From an optimization exercise on the open Yosys and OpenROAD flow, aimed at small area, a short achievable clock period and few clock cycles; shortcuts taken in it are not production practice.
The RTL was checked by simulation tests, not by an equivalence proof against the original design.
Power is estimated from default activity; no workload was simulated. The clock port is modelled as an ideal driver; clocking choices that lean on that would not hold on a real chip.

Setup of job 3961:
==> flow/design.v <==
`default_nettype none
package lbp_pkg;
    localparam int C_UP_BITS = 3;
    localparam int C_QDEPTH = 5;
endpackage
`default_nettype wire
`default_nettype none
module lbp_line_buffer #(
    parameter int DEPTH = 131,
    parameter int DW    = 8,
    parameter int UB    = 3
) (
    input  logic                  clk,
    input  logic                  load,
    input  logic [DW-1:0]         din,
    input  logic                  upd,
    input  logic [UB-1:0]         ub_in,
    output logic [DEPTH*DW-1:0]   pix,
    output logic [DEPTH*UB-1:0]   ub
);
    logic [DEPTH*DW-1:0] r_pix;
    logic [DEPTH*UB-1:0] r_ub;
    always_ff @(posedge clk) begin
        r_pix <= {r_pix[(DEPTH-1)*DW-1:0], (load ? din : r_pix[(DEPTH-1)*DW +: DW])};
        r_ub  <= {r_ub[(DEPTH-1)*UB-1:2*UB],
                  (upd ? ub_in : r_ub[UB +: UB]),
                  r_ub[0 +: UB],
                  r_ub[(DEPTH-1)*UB +: UB]};
    end
    assign pix = r_pix;
    assign ub  = r_ub;
endmodule
`default_nettype wire
`default_nettype none
module lbp_stream #(
    parameter int IMG_W = 128,
    parameter int IMG_H = 128,
    parameter int DW    = 8,
    parameter int AW    = $clog2(IMG_W*IMG_H)
) (
    input  logic          clk,
    input  logic          reset,
    input  logic          gray_ready,
    input  logic [DW-1:0] thr,
    output logic          gray_req,
    output logic [AW-1:0] gray_addr,
    input  logic [DW-1:0] gray_data,
    output logic          lbp_valid,
    input  logic          lbp_ready,
    output logic [AW-1:0] lbp_addr,
    output logic [7:0]    lbp_data,
    output logic          finish
);
    localparam int CW    = $clog2(IMG_W);
    localparam int RW    = $clog2(IMG_H);
    localparam int RD    = IMG_W + 2;             
    localparam int PW    = $clog2(RD);
    localparam int UB    = lbp_pkg::C_UP_BITS;
    localparam int QD    = lbp_pkg::C_QDEPTH;
    logic             r_started;
    logic             r_req;
    logic [CW-1:0]    r_rcol;        
    logic [RW-1:0]    r_rrow;
    logic             r_rdone;       
    logic [PW-1:0]    r_ph;          
    logic             r_infl;        
    logic             r_v0;          
    logic             r_req_code;    
    logic             r_infl_code;   
    logic             r_v0_code;     
    logic [DW-1:0]    r_thr;
    logic [QD-1:0]    r_qn;          
    logic [QD-1:0]    r_cred;        
    logic             r_lbp_valid;
    logic [CW-1:0]    r_ocol;        
    logic [RW-1:0]    r_orow;
    logic             r_finish;
    logic [RD*DW-1:0]     w_pix;
    logic [RD*UB-1:0]     w_ub;
    logic [QD-1:0][7:0]   r_q;       
    logic [DW-1:0]        w_l [0:RD-1];
    logic [DW-1:0]        r_l_out;   
    logic [DW:0]          r_ref_c;   
    logic [DW:0]          r_ref_u;   
    logic [UB-1:0]        w_up_new;
    logic [7:0]           w_code;
    logic             w_push;
    logic             w_pop;
    logic             w_rlast;
    logic             w_rdone_nxt;
    logic             w_base;
    logic             w_cr;
    logic             w_ok_hold;
    logic             w_ok_pop;
    logic             w_req_nxt;
    logic [QD-1:0]    w_cred_hold;
    logic [QD-1:0]    w_cred_pop;
    logic [QD-1:0]    w_qn_hold;
    logic [QD-1:0]    w_qn_pop;
    for (genvar k = 0; k < RD; k++) begin : g_tap
        assign w_l[k] = w_pix[k*DW +: DW];
    end
    lbp_line_buffer #(
        .DEPTH (RD),
        .DW    (DW),
        .UB    (UB)
    ) u_ring (
        .clk   (clk),
        .load  (r_infl),
        .din   (gray_data),
        .upd   (r_v0),
        .ub_in (w_up_new),
        .pix   (w_pix),
        .ub    (w_ub)
    );
    always_ff @(posedge clk) begin
        r_l_out <= w_l[RD-1];
        r_ref_c <= {1'b0, w_l[IMG_W]} + {1'b0, r_thr};
        r_ref_u <= {1'b0, w_l[0]} + {1'b0, r_thr};
    end
    assign w_up_new[0] = ({1'b0, r_l_out}      >= r_ref_u);
    assign w_up_new[1] = ({1'b0, w_l[IMG_W+1]} >= r_ref_u);
    assign w_up_new[2] = ({1'b0, w_l[IMG_W]}   >= r_ref_u);
    assign w_code[2:0] = w_ub[(IMG_W+1)*UB +: UB];
    assign w_code[3]   = ({1'b0, r_l_out}  >= r_ref_c);
    assign w_code[4]   = ({1'b0, w_l[IMG_W]} >= r_ref_c);
    assign w_code[5]   = ({1'b0, w_l[2]}   >= r_ref_c);
    assign w_code[6]   = ({1'b0, w_l[1]}   >= r_ref_c);
    assign w_code[7]   = ({1'b0, w_l[0]}   >= r_ref_c);
    assign w_push = r_v0_code;
    assign w_pop  = r_lbp_valid && lbp_ready;
    assign w_rlast     = (r_rrow == RW'(IMG_H-1)) && (r_rcol == CW'(IMG_W-1));
    assign w_rdone_nxt = r_rdone || (r_req && w_rlast);
    assign w_cr = r_req ? ((r_rrow >= RW'(2)) && (r_rcol >= CW'(1)) && (r_rcol <= CW'(IMG_W-2)))
                        : ((r_rrow >= RW'(2)) && (r_rcol >= CW'(2)));
    assign w_base      = r_started && !w_rdone_nxt && (r_ph == '0);
    assign w_ok_hold   = w_base && !r_cred[QD-1];
    assign w_ok_pop    = w_base;
    assign w_cred_hold = (w_ok_hold && w_cr) ? {r_cred[QD-2:0], 1'b1} : r_cred;
    assign w_cred_pop  = (w_ok_pop  && w_cr) ? r_cred : {1'b0, r_cred[QD-1:1]};
    assign w_req_nxt   = w_pop ? w_ok_pop : w_ok_hold;
    assign w_qn_hold   = w_push ? {r_qn[QD-2:0], 1'b1} : r_qn;
    assign w_qn_pop    = w_push ? r_qn : {1'b0, r_qn[QD-1:1]};
    always_ff @(posedge clk or posedge reset) begin
        if (reset) begin
            r_started   <= 1'b0;
            r_req       <= 1'b0;
            r_rdone     <= 1'b0;
            r_ph        <= '0;
            r_infl      <= 1'b0;
            r_v0        <= 1'b0;
            r_req_code  <= 1'b0;
            r_infl_code <= 1'b0;
            r_v0_code   <= 1'b0;
            r_cred      <= '0;
        end else begin
            if (gray_ready) r_started <= 1'b1;
            r_req   <= w_req_nxt;
            r_rdone <= w_rdone_nxt;
            if (w_req_nxt || !r_started || (r_ph == PW'(RD-1)))
                r_ph <= '0;
            else
                r_ph <= r_ph + PW'(1);
            r_infl      <= r_req;
            r_v0        <= r_infl;
            r_req_code  <= w_req_nxt && w_cr;
            r_infl_code <= r_req_code;
            r_v0_code   <= r_infl_code;
            r_cred      <= w_pop ? w_cred_pop : w_cred_hold;
        end
    end
    always_ff @(posedge clk) begin
        if (!r_started) begin
            r_rcol <= '0;
            r_rrow <= '0;
            r_ocol <= CW'(1);
            r_orow <= RW'(1);
        end else begin
            if (r_req) begin
                r_rcol <= r_rcol + CW'(1);
                if (r_rcol == CW'(IMG_W-1)) r_rrow <= r_rrow + RW'(1);
            end
            if (w_pop) begin
                if (r_ocol == CW'(IMG_W-2)) begin
                    r_ocol <= CW'(1);
                    r_orow <= r_orow + RW'(1);
                end else begin
                    r_ocol <= r_ocol + CW'(1);
                end
            end
        end
    end
    always_ff @(posedge clk) begin
        if (!r_started && gray_ready) r_thr <= thr;
    end
    logic [QD:0] w_qtop;
    assign w_qtop = {r_qn, 1'b1} & ~{1'b0, r_qn};
    always_ff @(posedge clk) begin
        for (int i = 0; i < QD; i++) begin
            if (w_pop) begin
                if (w_push && w_qtop[i+1])
                    r_q[i] <= w_code;
                else if (i < QD-1)
                    r_q[i] <= r_q[(i < QD-1) ? i+1 : i];
            end else if (w_push && w_qtop[i]) begin
                r_q[i] <= w_code;
            end
        end
    end
    always_ff @(posedge clk or posedge reset) begin
        if (reset) begin
            r_qn        <= '0;
            r_lbp_valid <= 1'b0;
            r_finish    <= 1'b0;
        end else begin
            r_qn        <= w_pop ? w_qn_pop : w_qn_hold;
            r_lbp_valid <= w_pop ? w_qn_pop[0] : w_qn_hold[0];
            if (w_pop && (r_orow == RW'(IMG_H-2)) && (r_ocol == CW'(IMG_W-2)))
                r_finish <= 1'b1;
        end
    end
    assign gray_req  = r_req;
    assign gray_addr = {r_rrow, r_rcol};
    assign lbp_valid = r_lbp_valid;
    assign lbp_addr  = {r_orow, r_ocol};
    assign lbp_data  = r_q[0];
    assign finish    = r_finish;
endmodule
`default_nettype wire
==> flow/config.mk <==
export PLATFORM = sky130hd
export DESIGN_NAME = lbp_stream
export DESIGN_NICKNAME = lbp_stream
export VERILOG_FILES = /design/flow/design.v
export SDC_FILE = /design/flow/constraint.sdc
export NUM_CORES = 4
export LEC_CHECK = 0
export ABC_AREA = 1
export CAP_MARGIN = 20
export CORE_MARGIN = 2
export CORE_UTILIZATION = 40
export CTS_CLUSTER_DIAMETER = 100
export CTS_CLUSTER_SIZE = 30
export SETUP_SLACK_MARGIN = 3.4
export SLEW_MARGIN = 20
==> flow/constraint.sdc <==
create_clock -name core_clock -period 5.7 [get_ports {clk}]
set_input_delay 1.1400 -clock core_clock [delete_from_list [all_inputs] [get_ports {clk}]]
set_output_delay 1.1400 -clock core_clock [all_outputs]
set_load 0.01 [all_outputs]
standard.sh (not shown) runs the stock make flow with config.mk's settings and CLKGATE_MAP_FILE= SYNTH_SCRIPT=/design/flow/synth_recipe.tcl, a recipe that flattens the netlist after the stock synthesis.
==> flow/flow/run.sh <==
#!/bin/bash
# Layout flow: the standard ORFS flow (standard.sh, with its standard
# synthesis) run whole, with two changes passed as ORFS variables:
#  - the port buffers that placement inserts are buf_2 cells instead of the
#    default choice (a slow delay cell), one per input and output port;
#  - clock tree synthesis clusters up to 30 sinks per leaf buffer and does not
#    insert dummy loads.
# make's full output goes to make.log here; ORFS keeps each step's log under
# orfs/logs/.
set -euo pipefail
bash standard.sh \
  "BUFFER_PORTS_ARGS=-buffer_cell sky130_fd_sc_hd__buf_2" \
  "CTS_ARGS=-sink_clustering_enable -repair_clock_nets -dont_use_dummy_load -sink_clustering_size 30 -sink_clustering_max_diameter 100" \
  finish > make.log 2>&1
Testbench counts of job 3961, summed over its fixed seeds: cycles 262,240.
Setup changes, job 3961 to job 3914
- a change of SETUP_SLACK_MARGIN from 3.4 to 3.5
- a deleted ABC_AREA that had been 1
==> flow/run.sh (new file) <==
#!/bin/bash
# synth_recipe.tcl (not shown) runs the flow's synth.tcl, then flattens the netlist and writes it again
# the make line also repeats each setting of config.mk as NAME=value (left out here)
make -C /OpenROAD-flow-scripts/flow DESIGN_CONFIG=/design/flow/config.mk WORK_HOME=/design/flow/orfs CLKGATE_MAP_FILE= SYNTH_SCRIPT=/design/flow/synth_recipe.tcl finish
removed: flow/flow/run.sh
removed: flow/standard.sh
--- outcome ---
Delay of the slowest critical-path stage, job 3914 and job 3961, lower one = job 3914.
Against job 3961, multi-input logic cell count in job 3914 fell by more than a quarter.
Result for job 3914 and job 3961: all clean
Relative to job 3961, the sequential power measured on job 3914 has decreased by a few percent.
#### Input delta (job 1925 over job 3914)
- PLACE_DENSITY now 0.7, previously not set
- SETUP_SLACK_MARGIN now 3.4, was 3.5
- CORE_UTILIZATION now 55, was 40
==> flow/flow/run.sh (new file) <==
#!/bin/bash
# Layout flow: the standard ORFS flow (standard.sh, with its standard
# synthesis) run whole, with two changes passed as ORFS variables:
#  - the port buffers that placement inserts are buf_2 cells instead of the
#    default choice (a slow delay cell), one per input and output port;
#  - clock tree synthesis clusters up to 30 sinks per leaf buffer and does not
#    insert dummy loads.
# make's full output goes to make.log here; ORFS keeps each step's log under
# orfs/logs/.
set -euo pipefail
bash standard.sh \
  "BUFFER_PORTS_ARGS=-buffer_cell sky130_fd_sc_hd__buf_2" \
  "CTS_ARGS=-sink_clustering_enable -repair_clock_nets -dont_use_dummy_load -sink_clustering_size 30 -sink_clustering_max_diameter 100" \
  finish > make.log 2>&1
==> flow/standard.sh (new file) <==
#!/bin/bash
# synth_recipe.tcl (not shown) runs the flow's synth.tcl, then flattens the netlist and writes it again
# the make line also repeats each setting of config.mk as NAME=value (left out here)
make -C /OpenROAD-flow-scripts/flow DESIGN_CONFIG=/design/flow/config.mk WORK_HOME=/design/flow/orfs CLKGATE_MAP_FILE= SYNTH_SCRIPT=/design/flow/synth_recipe.tcl "${@:-finish}"
removed: flow/run.sh
==> run summary <==
[compare] base=job 3914 new=job 1925: well tap count decreased 310, met1 layer wirelength in the final routing went down by about 2.7%, summed area of non-filler cells in the final layout dropped about 2.2%, global routing usage on met2 climbed 5.3 points, highest cell delay on the worst timing path lost 30 ps.
## Diff of input files: job 5681 against job 1925
- CORE_UTILIZATION now 40, was 55
- PLACE_DENSITY no longer set, was 0.7
==> comparison <==
Higher share of the cycle needed by the critical path after routing goes to job 5681 over job 1925.
Of job 1925 and job 5681, the higher minimum clock period belongs to job 5681.
Job 5681 vs. job 1925: global-route wire length before repair went down by about 0.37%.
From job 5681 to job 1925, number of synthesized register bits did not move at all.
STATUS post-layout worst setup margin: job 5681 loses against job 1925
Diff job 1925..job 5681 | sequential cell power | negligible
Job 5681 against job 1925; first-iteration DRC count is up slightly.
What job 8031 does differently from job 5681 at the input level:
- SETUP_SLACK_MARGIN changed from 3.4 to 3.5
diff --git a/flow/flow/run.sh b/flow/flow/run.sh
--- a/flow/flow/run.sh
+++ b/flow/flow/run.sh
@@ -3,3 +3,3 @@
 # synthesis) run whole, with two changes passed as ORFS variables:
-#  - the port buffers that placement inserts are buf_2 cells instead of the
+#  - the port buffers that placement inserts are buf_4 cells instead of the
 #    default choice (a slow delay cell), one per input and output port;
@@ -11,3 +11,3 @@
 bash standard.sh \
-  "BUFFER_PORTS_ARGS=-buffer_cell sky130_fd_sc_hd__buf_2" \
+  "BUFFER_PORTS_ARGS=-buffer_cell sky130_fd_sc_hd__buf_4" \
   "CTS_ARGS=-sink_clustering_enable -repair_clock_nets -dont_use_dummy_load -sink_clustering_size 30 -sink_clustering_max_diameter 100" \
==> run summary <==
From job 5681 to job 8031, clock sink count did not move at all. Compare job 8031 and job 5681 | met3 routed wirelength higher: job 8031. As far as total instance count after detailed placement is concerned, job 8031 and job 5681 perform about the same. Job 8031 vs. job 5681: total cell area at the placement stage now larger, hold slack lost 35 ps, first-pass iteration count of the detailed router rose by 1, reported net switching power flat. On final routed wire length divided by cell count, job 8031 and job 5681 are basically level. Relative to job 5681, final critical delay including setup and external delays has gone down in job 8031.

## re-timing with driven ports
The results above use ideal ports. As a check the final layouts listed here were re-extracted and re-timed, cells and wires unchanged. Step 1 assumes that a clkbuf_16 drives the clock port and a buf_2 every other input. Step 2 times the ports against the registers' clock, not the clock port: input delays grow and output delays shrink by t, the midpoint of the rising clock arrivals with the driver on. Three values: no drivers, after step 1, after step 2; two values: the first two.
run	shift t [ns]	setup WS [ns]	hold WS [ns]
job 3961	0.686	3.237 / 3.178 / 2.906	0.286 / 0.286 / 0.286
job 3914	0.702	3.196 / 3.163 / 3.074	0.283 / 0.283 / 0.283
job 1925	0.681	3.311 / 3.252 / 2.961	0.303 / 0.303 / 0.303
job 5681	0.660	3.274 / 3.214 / 2.918	0.249 / 0.249 / 0.249
job 8031	0.676	3.286 / 3.224 / 2.860	0.215 / 0.215 / 0.215
After both steps every run listed still meets setup and hold. The setup slack of job 8031, which loses most, moves by -0.062 ns with the drivers and by -0.426 ns with both steps.
